Source: an optimization exercise on an open RTL-to-GDS flow (aim: small area, a short achievable clock period and few clock cycles per item). Production flows keep margins and buffers that such runs may drop. Function was checked by simulation only, so behaviour that the tests miss may differ from the original. Power is estimated from default activity; no workload was simulated.

// multicycle_alu
module multicycle_alu #(
  parameter int WIDTH         = 32,
  parameter bit SIGNED_MULDIV = 1'b1
) (
  input  logic               clk,
  input  logic               clr,
  input  logic               start,
  input  logic [alu_pkg::OP_BITS-1:0] CONTROL,
  input  logic [WIDTH-1:0]   A,
  input  logic [WIDTH-1:0]   B,
  output logic [WIDTH-1:0]   ZLO,
  output logic [WIDTH-1:0]   ZHI,
  output logic               busy,
  output logic               done,
  output logic               div_by_zero,
  output logic               illegal_op
);
clock: 5.5 ns
lec_check: 0
abc_area: 1
cap_margin: 20
core_margin: 2
core_utilization: 40
setup_slack_margin: 0.2
slew_margin: 20
standard.sh (not shown) runs the stock make flow with config.mk's settings and CLKGATE_MAP_FILE= SYNTH_SCRIPT=/design/flow/synth_recipe.tcl, a recipe that flattens the netlist after the stock synthesis.
==> flow/flow/run.sh <==
#!/bin/bash
# The standard ORFS layout (the standard.sh, standard synthesis included),
# with one change: the port buffers are buf_1 cells instead of the larger
# delay buffers buffer_ports picks by default. Every port still gets its own
# buffer. make's full output goes to run_standard.log in this folder.
set -euo pipefail
bash standard.sh finish \
  "BUFFER_PORTS_ARGS=-buffer_cell sky130_fd_sc_hd__buf_1" \
  > run_standard.log 2>&1
Testbench counts at the start, summed over its fixed seeds: cycles 39,530, ops 8,000.
Rerun with:
--- a/flow/design.v
+++ b/flow/design.v
@@ -51,21 +51,21 @@
   localparam logic [2:0] S_FIXQ  = 3'd6;
   localparam logic [2:0] S_FIXR  = 3'd7;
   logic [2:0]  state;
   logic [31:0] a_q, b_q;
   logic [11:0] op_q;
   logic        legal_q;
   logic        pend;
   logic [5:0]  cnt;
   logic        nq, nr;
   logic        seen;
-  logic        xs_a, xs_hi, xs_sh, xs_lo, x_inv;   
+  logic        xs_a, xs_na, xs_hi, xs_sh, xs_nhi, xs_nlo;
   logic        c_one, c_two, c_neg, c_cin;
   logic        c_dbl, c_ff;    
   logic [3:0]  zrem_q;         
   logic        acc;
   logic        legal_in, mul_in, div_in, neg_amt, b_zero;
   logic        dz_q;
   logic [5:0]  k_in;
   logic [5:0]  lena, lenb;
   assign acc = start && !busy;
   always_comb begin
@@ -114,24 +114,26 @@
     for (int j = 0; j < 32; j++) tmask[j] = (thr <= 6'(31 - j));
     rlo = rot & tmask;
     rhi = rot & ~tmask;
   end
   logic [33:0] e_x, e_y, sum, bext;
   logic [31:0] hi_sh;
   logic        ok;
   always_comb begin
     bext  = {{2{b_q[31]}}, b_q};
     hi_sh = {ZHI[30:0], ZLO[31]};
-    e_x   = (({34{xs_a}}  & {2'b00, a_q})
-           | ({34{xs_hi}} & {{2{ZHI[31]}}, ZHI})
-           | ({34{xs_sh}} & {2'b00, hi_sh})
-           | ({34{xs_lo}} & {2'b00, ZLO})) ^ {34{x_inv}};
+    e_x   = ({34{xs_a}}   & {2'b00, a_q})
+          | ({34{xs_na}}  & ~{2'b00, a_q})
+          | ({34{xs_hi}}  & {{2{ZHI[31]}}, ZHI})
+          | ({34{xs_sh}}  & {2'b00, hi_sh})
+          | ({34{xs_nhi}} & ~{2'b00, ZHI})
+          | ({34{xs_nlo}} & ~{2'b00, ZLO});
     e_y   = (({34{c_one}} & bext) | ({34{c_two}} & {bext[32:0], 1'b0})) ^ {34{c_neg}};
     sum   = e_x + e_y + {33'd0, c_cin};
     ok    = !sum[33];
   end
   logic        big;
   always_comb big = |b_q[31:5];
   logic [2:0] nstate;
   logic       fin;        
   logic       pre_fin;    
   logic [5:0] rem_n;      
@@ -295,38 +297,37 @@
       else       a_q <= {2'd0, a_q[31:2]};
     end
     if (!busy) begin
       cnt    <= CONTROL[alu_pkg::OP_MUL] ? 6'd16 : k_in;
       zrem_q <= 4'(6'd16 - ((mlen_in + 6'd2) >> 1));
     end else case (state)
       S_MUL:   cnt <= rem_n;
       S_DIV:   cnt <= cnt - 6'd1;
       default: ;
     endcase
-    xs_a <= 1'b0; xs_hi <= 1'b0; xs_sh <= 1'b0; xs_lo <= 1'b0; x_inv <= 1'b0;
+    xs_a <= 1'b0; xs_na <= 1'b0; xs_hi <= 1'b0; xs_sh <= 1'b0;
+    xs_nhi <= 1'b0; xs_nlo <= 1'b0;
     c_one <= 1'b0; c_two <= 1'b0; c_neg <= 1'b0; c_cin <= 1'b0;
     c_dbl <= 1'b0; c_ff <= 1'b0;
     if (!busy) begin
       if (!legal_in) begin
       end else if (CONTROL[alu_pkg::OP_MUL]) begin
         c_one <= mplier[0];
         c_two <= mplier[1] & !mplier[0];
         c_neg <= mplier[1];
         c_cin <= mplier[1];
         c_dbl <= (mplier[3] == mplier[2]) && (mplier[2] == mplier[1]);
       end else if (CONTROL[alu_pkg::OP_NEG] || CONTROL[alu_pkg::OP_DIV]) begin
-        xs_a  <= 1'b1;
-        x_inv <= 1'b1;
+        xs_na <= 1'b1;
         c_cin <= 1'b1;
       end else if (CONTROL[alu_pkg::OP_NOT]) begin
-        xs_a  <= 1'b1;
-        x_inv <= 1'b1;
+        xs_na <= 1'b1;
       end else begin
         xs_a  <= 1'b1;
         c_one <= 1'b1;
         c_neg <= CONTROL[alu_pkg::OP_SUB];
         c_cin <= CONTROL[alu_pkg::OP_SUB];
       end
     end else begin
       case (nstate)
         S_MUL: begin
           xs_hi <= 1'b1;
@@ -337,24 +338,22 @@
           c_dbl <= nd_dbl;
           c_ff  <= nd_ff;
         end
         S_DIV: begin
           xs_sh <= 1'b1;
           c_one <= 1'b1;
           c_neg <= !b_q[31];
           c_cin <= !b_q[31];
         end
         S_FIXQ: begin
-          xs_lo  <= 1'b1;
-          x_inv  <= 1'b1;
+          xs_nlo <= 1'b1;
           c_cin  <= 1'b1;
         end
         S_FIXR: begin
-          xs_hi  <= 1'b1;
-          x_inv  <= 1'b1;
+          xs_nhi <= 1'b1;
           c_cin  <= 1'b1;
         end
         default: ;
       endcase
     end
   end
 endmodule
=> The new run completed without violations. Power increases by 1.3%. Combinational power hardly moves. Register-to-register slack is worse by 60 ps. Clock power increases by about 3%. Final area barely changes. Via count increases by 3.2%. Count of clock-buffer cells in the layout decreases by 1. Worst setup slack is worse by 83 ps. Maximum frequency decreases by 1.6%.
Testbench counts after the change, summed over its fixed seeds: cycles 39,530, ops 8,000.

## static timing again, ports no longer ideal
The flow's constraints put no driver on any port. The routed layouts listed below were extracted and timed again, unchanged, in two steps. Step 1 sets driving cells, clkbuf_16 on the clock port and buf_2 on the other inputs (assumed; they add their load-dependent delay and slew). Step 2 adds t to the input delays and takes it off the output delays; t is the mean of the earliest and latest rising clock arrival at the registers after step 1. Input paths then give back, and output paths get back, about the clock's delay inside the block. Three values: ideal, step 1, step 2; two values: the first two.
run | t, ns | setup slack, ns | latest minus earliest clock arrival (ns)
the first run | 0.569 | 0.454 / 0.454 / -0.089 | 0.021 / 0.021
the second run | 0.569 | 0.371 / 0.363 / -0.205 | 0.025 / 0.025
With both steps, setup timing fails in the first run and the second run, where it was met with ideal ports. For the second run, which loses most, drivers alone change the setup slack by -0.008 ns; drivers and shift together by -0.576 ns.
